Context: an optimization exercise on an open-source flow, tuned for small area, a short achievable clock period and few clock cycles per item. The choices shown serve that exercise and are no tape-out recipe. In this exercise RTL edits were held to simulation tests only and were not proved equivalent to the original.

## signed_integer_to_radix_digits_unit
module signed_integer_to_radix_digits_unit #(
   parameter int MAX_BASE = sitrd_pkg::MAX_BASE
) (
   input  wire logic                                  clock,
   input  wire logic                                  reset,
   input  wire logic                                  req_tvalid,
   output logic                                       req_tready,
   input  wire logic signed [sitrd_pkg::NUM_W-1:0]    req_tdata,
   output logic                                       rsp_tvalid,
   input  wire logic                                  rsp_tready,
   output logic [sitrd_pkg::SYM_W-1:0]                rsp_tdata,
   output logic                                       rsp_tlast,
   output logic                                       rsp_tuser,
   input  wire logic                                  csr_psel,
   input  wire logic                                  csr_penable,
   input  wire logic                                  csr_pwrite,
   input  wire logic [sitrd_pkg::CSR_ADDR_W-1:0]      csr_paddr,
   input  wire logic [sitrd_pkg::CSR_DATA_W-1:0]      csr_pwdata,
   output logic [sitrd_pkg::CSR_DATA_W-1:0]           csr_prdata,
   output logic                                       csr_pready
);
Settings: LEC_CHECK=0, CAP_MARGIN=20, CORE_MARGIN=2, CORE_UTILIZATION=40, SETUP_SLACK_MARGIN=5, SLEW_MARGIN=20; clock period 11.0 ns.
run.sh (not shown) runs the stock make flow with config.mk's settings and CLKGATE_MAP_FILE= SYNTH_SCRIPT=/design/flow/synth_recipe.tcl, a recipe that flattens the netlist after the stock synthesis.
Testbench counts at the start, summed over its fixed seeds: cycles 44,716, items 4,800.
Edit:
--- a/flow/design.v
+++ b/flow/design.v
@@ -193,40 +193,43 @@
             bb = x_ff[c * CH + i];
             kk = bb ? cfg_k1 : cfg_k0;
             ge = (rr >= kk);
             dd = rr - kk;
             qb[c][i] = ge;
             rr = ge ? {dd[2:0], bb ^ cfg_n0} : {rr[2:0], bb};
          end
          rout[c] = rr;
       end
    end
-   logic [XW-1:0] x_shr;
-   logic [3:0]    pdigit;
+   logic [XW-1:0] x_shr1, x_shr2;
+   logic [7:0]  pbits;
    always_comb begin
       case (cfg_wm1)
-         2'd0:    begin x_shr = x_ff >> 1; pdigit = {3'd0, x_ff[0]};   end
-         2'd1:    begin x_shr = x_ff >> 2; pdigit = {2'd0, x_ff[1:0]}; end
-         2'd2:    begin x_shr = x_ff >> 3; pdigit = {1'd0, x_ff[2:0]}; end
-         default: begin x_shr = x_ff >> 4; pdigit = x_ff[3:0];         end
+         2'd0:    begin x_shr1 = x_ff >> 1; x_shr2 = x_ff >> 2; pbits = {6'd0, x_ff[1:0]}; end
+         2'd1:    begin x_shr1 = x_ff >> 2; x_shr2 = x_ff >> 4; pbits = {4'd0, x_ff[3:0]}; end
+         2'd2:    begin x_shr1 = x_ff >> 3; x_shr2 = x_ff >> 6; pbits = {2'd0, x_ff[5:0]}; end
+         default: begin x_shr1 = x_ff >> 4; x_shr2 = x_ff >> 8; pbits = x_ff[7:0];          end
       endcase
    end
    logic dvalid;       
+   logic two;          
    logic last_digit;
    logic stall;
    logic c_finish;
    always_comb begin
       if (cfg_pow2) begin
          dvalid     = c_busy;
-         last_digit = (x_shr == '0);
+         two        = (x_shr1 != '0);
+         last_digit = (x_shr2 == '0);
       end else begin
          dvalid     = vin[0];
+         two        = 1'b0;
          last_digit = !zin[0] && ({rin[0], x_ff[CH-1:0]} < (CH+4)'(cfg_n));
       end
    end
    assign stall    = dvalid && !q_free;
    assign c_finish = dvalid && q_free && last_digit;
    assign o_free   = !s_valid || (out_load && s_last);
    assign q1_to_s  = q1_full && o_free && !chk_busy;
    assign q1_free  = !q1_full || q1_to_s;
    assign q_to_q1  = q_full && q1_free;
    assign q_free   = !q_full || q_to_q1;
@@ -255,49 +258,58 @@
          else if (q1_to_s) q1_full <= 1'b0;
       end
    end
    always_ff @(posedge clock) begin
       if (req_tvalid && req_tready) begin
          x_ff   <= mag_in;
          top_ff <= top_in;
          neg_c  <= req_tdata[31];
       end else if (c_busy && !stall) begin
          if (cfg_pow2) begin
-            x_ff <= x_shr;
+            x_ff <= x_shr2;
          end else begin
             for (int c = 0; c < NC; c++)
                if (vin[c]) x_ff[c * CH +: CH] <= qb[c];
          end
       end
    end
    always_ff @(posedge clock) begin
       for (int c = 1; c < NC; c++) begin
          if (reset || c_finish || (req_tvalid && req_tready)) begin
             vreg[c] <= 1'b0;
          end else if (!stall) begin
             vreg[c] <= vin[c];
             rreg[c] <= rout[c];
             zreg[c] <= zin[c] || (|qb[c]);
          end
       end
    end
    always_ff @(posedge clock) begin
       if (dvalid && q_free) begin
-         logic [3:0] d;
-         d = cfg_pow2 ? pdigit : rout[0];
-         case (cfg_wm1)
-            2'd0:    q_ff <= {d[0],   q_ff[QW-1:1]};
-            2'd1:    q_ff <= {d[1:0], q_ff[QW-1:2]};
-            2'd2:    q_ff <= {d[2:0], q_ff[QW-1:3]};
-            default: q_ff <= {d[3:0], q_ff[QW-1:4]};
-         endcase
-         qcnt_ff <= (q_full ? 6'd0 : qcnt_ff) + 6'd1;
+         if (cfg_pow2 && two) begin
+            case (cfg_wm1)
+               2'd0:    q_ff <= {pbits[1:0], q_ff[QW-1:2]};
+               2'd1:    q_ff <= {pbits[3:0], q_ff[QW-1:4]};
+               2'd2:    q_ff <= {pbits[5:0], q_ff[QW-1:6]};
+               default: q_ff <= {pbits[7:0], q_ff[QW-1:8]};
+            endcase
+         end else begin
+            logic [3:0] d;
+            d = cfg_pow2 ? pbits[3:0] : rout[0];
+            case (cfg_wm1)
+               2'd0:    q_ff <= {d[0],   q_ff[QW-1:1]};
+               2'd1:    q_ff <= {d[1:0], q_ff[QW-1:2]};
+               2'd2:    q_ff <= {d[2:0], q_ff[QW-1:3]};
+               default: q_ff <= {d[3:0], q_ff[QW-1:4]};
+            endcase
+         end
+         qcnt_ff <= (q_full ? 6'd0 : qcnt_ff) + ((cfg_pow2 && two) ? 6'd2 : 6'd1);
       end else if (q_to_q1) begin
          qcnt_ff <= '0;
       end
       if (reset) qcnt_ff <= '0;
       if (c_finish) q_neg <= neg_c;
       if (q_to_q1) begin
          q1_ff  <= q_ff;
          q1cnt  <= qcnt_ff;
          q1_neg <= q_neg;
       end
Result: Fmax drops by 2.9%; sequential cell count does not change; clock skew drops by 0.0083 ns; die area climbs by 6.3%; core utilization drops by 0.99 points; worst setup slack loses 0.19 ns; cell area climbs by 4.1%; first-iteration DRC count is about the same.
Testbench counts after the change, summed over its fixed seeds: cycles 42,685, items 4,800.

re-timing with driven ports:
The results above use ideal ports. As a check the final layouts listed here were re-extracted and re-timed, cells and wires unchanged. Step 1, drivers: a clkbuf_16 drives clock and a buf_2 each remaining input, both assumed. Step 2 moves the port delays by t, midway between the first and last clock arrival at a register: inputs arrive t later, outputs are due t later. That takes back most of the time a late clock gives input paths. a / b / c = ideal / step 1 / step 2; a / b = the first two.
run	shift t [ns]	setup slack, ns	latest minus earliest clock arrival (ns)	worst register clock-pin slew, ns
the first run	0.669	4.660 / 4.660 / 4.548	0.026 / 0.027	0.07 / 0.07
the second run	0.676	4.468 / 4.468 / 4.468	0.020 / 0.020	0.07 / 0.07
After both steps every run listed still meets setup and hold. The setup slack of the first run, which loses most, moves by 0.000 ns with the drivers and by -0.112 ns with both steps.
